What follows belongs to an exercise in optimizing a design on an open flow for small area and a short achievable clock period; a production flow would make more cautious choices.
RTL that was checked went through simulation tests only; none was proved equivalent to the original.

==> flow/design.v <==
`timescale 1ns/100ps
module pfxCarry #(
  parameter int N  = 32,
  parameter bit KS = 1
) (
  input  logic [N-1:0] p,
  input  logic [N-1:0] g,
  output logic [N-1:0] c
);
  localparam int L = $clog2(N);
  logic [N-1:0] gg [0:L];
  logic [N-1:0] pp [0:L];
  always_comb begin
    gg[0] = g;
    pp[0] = p;
    for (int k = 0; k < L; k++) begin
      for (int i = 0; i < N; i++) begin
        int j;
        if (KS) j = i - (1 << k);
        else    j = ((i >> k) & 1) ? (((i >> k) << k) - 1) : -1;
        if (j >= 0) begin
          gg[k+1][i] = gg[k][i] | (pp[k][i] & gg[k][j]);
          pp[k+1][i] = pp[k][i] & pp[k][j];
        end else begin
          gg[k+1][i] = gg[k][i];
          pp[k+1][i] = pp[k][i];
        end
      end
    end
  end
  assign c = gg[L];
endmodule
module pfxAdd #(
  parameter int N  = 32,
  parameter bit KS = 1
) (
  input  logic [N-1:0] a,
  input  logic [N-1:0] b,
  output logic [N-1:0] s,
  output logic         co
);
  logic [N-1:0] p, c;
  assign p = a ^ b;
  pfxCarry #(.N(N), .KS(KS)) carry_i (.p (p), .g (a & b), .c (c));
  assign s  = p ^ {c[N-2:0], 1'b0};
  assign co = c[N-1];
endmodule
`timescale 1ns/100ps
module executeUnit (
  input  logic         Clk,
  input  logic         reset,
  input  logic [150:0] idExIn,
  output logic [106:0] exMemOut
);
  localparam bit KS_ALU = 0;
  localparam bit KS_BT  = 0;
  logic [4:0]  inCtrl;
  logic        regDst, aluSrc;
  logic [5:0]  aluOp, funct;
  logic [31:0] pcPlus4, rdA, rdB, imm;
  logic [4:0]  rt, rd, shamt;
  assign inCtrl  = idExIn[150:146];
  assign regDst  = idExIn[145];
  assign aluSrc  = idExIn[144];
  assign aluOp   = idExIn[143:138];
  assign pcPlus4 = idExIn[137:106];
  assign rdA     = idExIn[105:74];
  assign rdB     = idExIn[73:42];
  assign imm     = idExIn[41:10];
  assign rt      = idExIn[9:5];
  assign rd      = idExIn[4:0];
  assign funct   = imm[5:0];
  assign shamt   = imm[10:6];
  logic isR;
  logic dSub, dSlt, dAnd, dOr, dXor, dNor, dSll, dSrl, dShift, dLogic, dArith;
  assign isR    = (aluOp == 6'h00);
  assign dSlt   = (isR & (funct == 6'h2A)) | (aluOp == 6'h0A);
  assign dSub   = (isR & (funct == 6'h22)) | (aluOp == 6'h04) | dSlt;
  assign dAnd   = (isR & (funct == 6'h24)) | (aluOp == 6'h0C);
  assign dOr    = (isR & (funct == 6'h25)) | (aluOp == 6'h0D);
  assign dXor   =  isR & (funct == 6'h26);
  assign dNor   =  isR & (funct == 6'h27);
  assign dSll   =  isR & (funct == 6'h00);
  assign dSrl   =  isR & (funct == 6'h02);
  assign dShift = dSll | dSrl;
  assign dLogic = dAnd | dOr | dXor | dNor;
  assign dArith = ~(dSlt | dLogic | dShift);
  logic [31:0] opB, t, gAdd, gSub, inP, inG, shIn, shPre;
  assign opB  = aluSrc ? imm : rdB;
  assign t    = rdA ^ opB;
  assign gAdd = rdA & opB;
  assign gSub = rdA & ~opB;
  always_comb for (int i = 0; i < 32; i++) shIn[i] = dSll ? opB[31-i] : opB[i];
  assign shPre = shamt[4] ? {16'd0, shIn[31:16]} : shIn;
  assign inP = dShift ? shPre : (dSub ? ~t : t);
  assign inG = dSub ? gSub : gAdd;
  logic [14:0] btLo, btHi0;
  logic        btLoCo, btHiCo;
  pfxAdd #(.N(15), .KS(KS_BT)) btLoAdd_i (.a (pcPlus4[16:2]),  .b (imm[14:0]),  .s (btLo),  .co (btLoCo));
  pfxAdd #(.N(15), .KS(KS_BT)) btHiAdd_i (.a (pcPlus4[31:17]), .b (imm[29:15]), .s (btHi0), .co (btHiCo));
  logic        killQ;                  
  logic [4:0]  ctrlQ, wrQ;
  logic [31:0] rd2Q, pQ, gQ;
  logic        cinQ;
  logic        sumQ, sltQ, srlQ, sllQ, logicQ;
  logic [2:0]  lutQ;                   
  logic [3:0]  shamtQ;
  logic [14:0] btLoQ, btHi0Q;
  logic [1:0]  btPcQ;
  logic        btCQ;
  always_ff @(posedge Clk) begin
    killQ  <= reset;
    ctrlQ  <= inCtrl;
    wrQ    <= regDst ? rd : rt;
    rd2Q   <= rdB;
    pQ     <= inP;
    gQ     <= {inG[31:1], inG[0] | (inP[0] & dSub)};
    cinQ   <= dSub;
    sumQ   <= dArith;
    sltQ   <= dSlt;
    srlQ   <= dSrl;
    sllQ   <= dSll;
    logicQ <= dLogic;
    lutQ   <= {dAnd | dOr, dOr | dXor, dNor};
    shamtQ <= shamt[3:0];
    btPcQ  <= pcPlus4[1:0];
    btLoQ  <= btLo;
    btHi0Q <= btHi0;
    btCQ   <= btLoCo;
  end
  logic [31:0] carry, sum, lres, sh, shRev;
  logic        lt, zAdd, zSh, zL, zero;
  logic [31:0] aluRes;
  pfxCarry #(.N(32), .KS(KS_ALU)) aluCarry_i (.p (pQ), .g (gQ), .c (carry));
  assign sum = pQ ^ {carry[30:0], cinQ};
  always_comb
    for (int i = 0; i < 32; i++)
      lres[i] = gQ[i] ? lutQ[2] : (pQ[i] ? lutQ[1] : lutQ[0]);
  assign sh = pQ >> shamtQ;
  always_comb for (int i = 0; i < 32; i++) shRev[i] = sh[31-i];
  assign lt = pQ[31] ? sum[31] : gQ[31];
  logic [31:0] kin;
  assign kin  = {pQ[30:0] | gQ[30:0], cinQ};
  assign zAdd = (pQ == kin);
  logic [15:0] keep;
  always_comb for (int k = 0; k < 16; k++) keep[k] = (k >= shamtQ);
  assign zSh  = ~|pQ[31:16] & ~|(pQ[15:0] & keep);
  assign zL   = (lres == 32'd0);
  assign aluRes = ({32{sumQ}} & sum) | ({32{srlQ}} & sh) | ({32{sllQ}} & shRev) |
                  lres | {31'd0, sltQ & lt};
  assign zero   = (sumQ & zAdd) | (sltQ & ~lt) | ((srlQ | sllQ) & zSh) | (logicQ & zL);
  logic [14:0] btHi;
  assign btHi = btHi0Q + {14'd0, btCQ};
  logic clr;
  assign clr = reset | killQ;
  always_ff @(posedge Clk) begin
    exMemOut[106:102] <= clr ? 5'd0 : ctrlQ;
    exMemOut[101:70]  <= clr ? 32'd0 : {btHi, btLoQ, btPcQ};
    exMemOut[69]      <= ~reset & (killQ | zero);
    exMemOut[68:37]   <= clr ? 32'd0 : aluRes;
    exMemOut[36:5]    <= clr ? 32'd0 : rd2Q;
    exMemOut[4:0]     <= clr ? 5'd0 : wrQ;
  end
endmodule
Settings: LEC_CHECK=0, CAP_MARGIN=20, CORE_MARGIN=2, CORE_UTILIZATION=40, SETUP_SLACK_MARGIN=2.6, SLEW_MARGIN=20; clock period 5.0 ns.
standard.sh (not shown) runs the stock make flow with config.mk's settings and CLKGATE_MAP_FILE= SYNTH_SCRIPT=/design/flow/synth_recipe.tcl, a recipe that flattens the netlist after the stock synthesis.
==> flow/flow/run.sh <==
#!/bin/bash
# Own layout flow: the standard ORFS flow with three changes.
#  * ABC maps for delay (dch; map -D) instead of ORFS's area-recovering script.
#  * Yosys does not extract full/half adder cells, so ABC sees the whole
#    carry logic (ADDER_MAP_FILE empty).
#  * Port buffers are buf_2 cells instead of clkdlybuf4s50_1 delay cells.
# The synthesis itself is otherwise ORFS's (synth_recipe.tcl), so the registers
# and their names are the standard synthesis's.
set -euo pipefail
W=$PWD
rm -rf "$W/scripts_own"
cp -r "$FLOW_HOME/scripts" "$W/scripts_own"
cp "$W/flow/abc_speed.script" "$W/scripts_own/abc_speed.script"
export SCRIPTS_DIR="$W/scripts_own"
export ADDER_MAP_FILE=
export BUFFER_PORTS_ARGS="-buffer_cell sky130_fd_sc_hd__buf_2"
bash standard.sh synth > "$W/own_synth.log" 2>&1
bash standard.sh > "$W/own_layout.log" 2>&1
==> flow/flow/abc_speed.script <==
strash
dch
map -D 800
buffer -p
upsize -D 800
dnsize -D 800
stime -p
==> next run, changes <==
--- a/flow/design.v
+++ b/flow/design.v
@@ -52,7 +52,7 @@
   input  logic [150:0] idExIn,
   output logic [106:0] exMemOut
 );
-  localparam bit KS_ALU = 0;
+  localparam bit KS_ALU = 1;
   localparam bit KS_BT  = 0;
   logic [4:0]  inCtrl;
   logic        regDst, aluSrc;
After rerunning: The changed run finished with timing, DRC and antenna clean. Die area increases by 5.4%. Non-clock buffer count falls by 16. Clock skew is lower by 0.0070 ns. Critical path depth is unchanged. Area after synthesis increases by 5.5%. Final cell count came out higher by 7.2%.
Only the layout flow was run in the second run of this note; the RTL was not checked for function there.

[separate check: timing with driven ports]
How much do the figures lean on ideal ports? The routed layouts below were timed once more, with nothing changed but the port constraints. Step 1 assumes that a clkbuf_16 drives the clock port and a buf_2 every other input. Step 2 also shifts input and output timing later by t, the mid clock arrival at the registers, as if the neighbouring blocks saw the same clock. Three values: no drivers, after step 1, after step 2; two values: the first two.
| run | t (ns) | setup slack, ns | clock arrival spread, ns | pins driven straight from the clock port |
|---|---|---|---|---|
| the first run | 0.641 | 2.608 / 2.608 / 2.035 | 0.027 / 0.027 | 1 |
| the second run | 0.633 | 2.554 / 2.554 / 2.035 | 0.022 / 0.022 | 1 |
After both steps setup and hold are still met in every run listed. For the first run, which loses most, drivers alone change the setup slack by 0.000 ns; drivers and shift together by -0.573 ns.
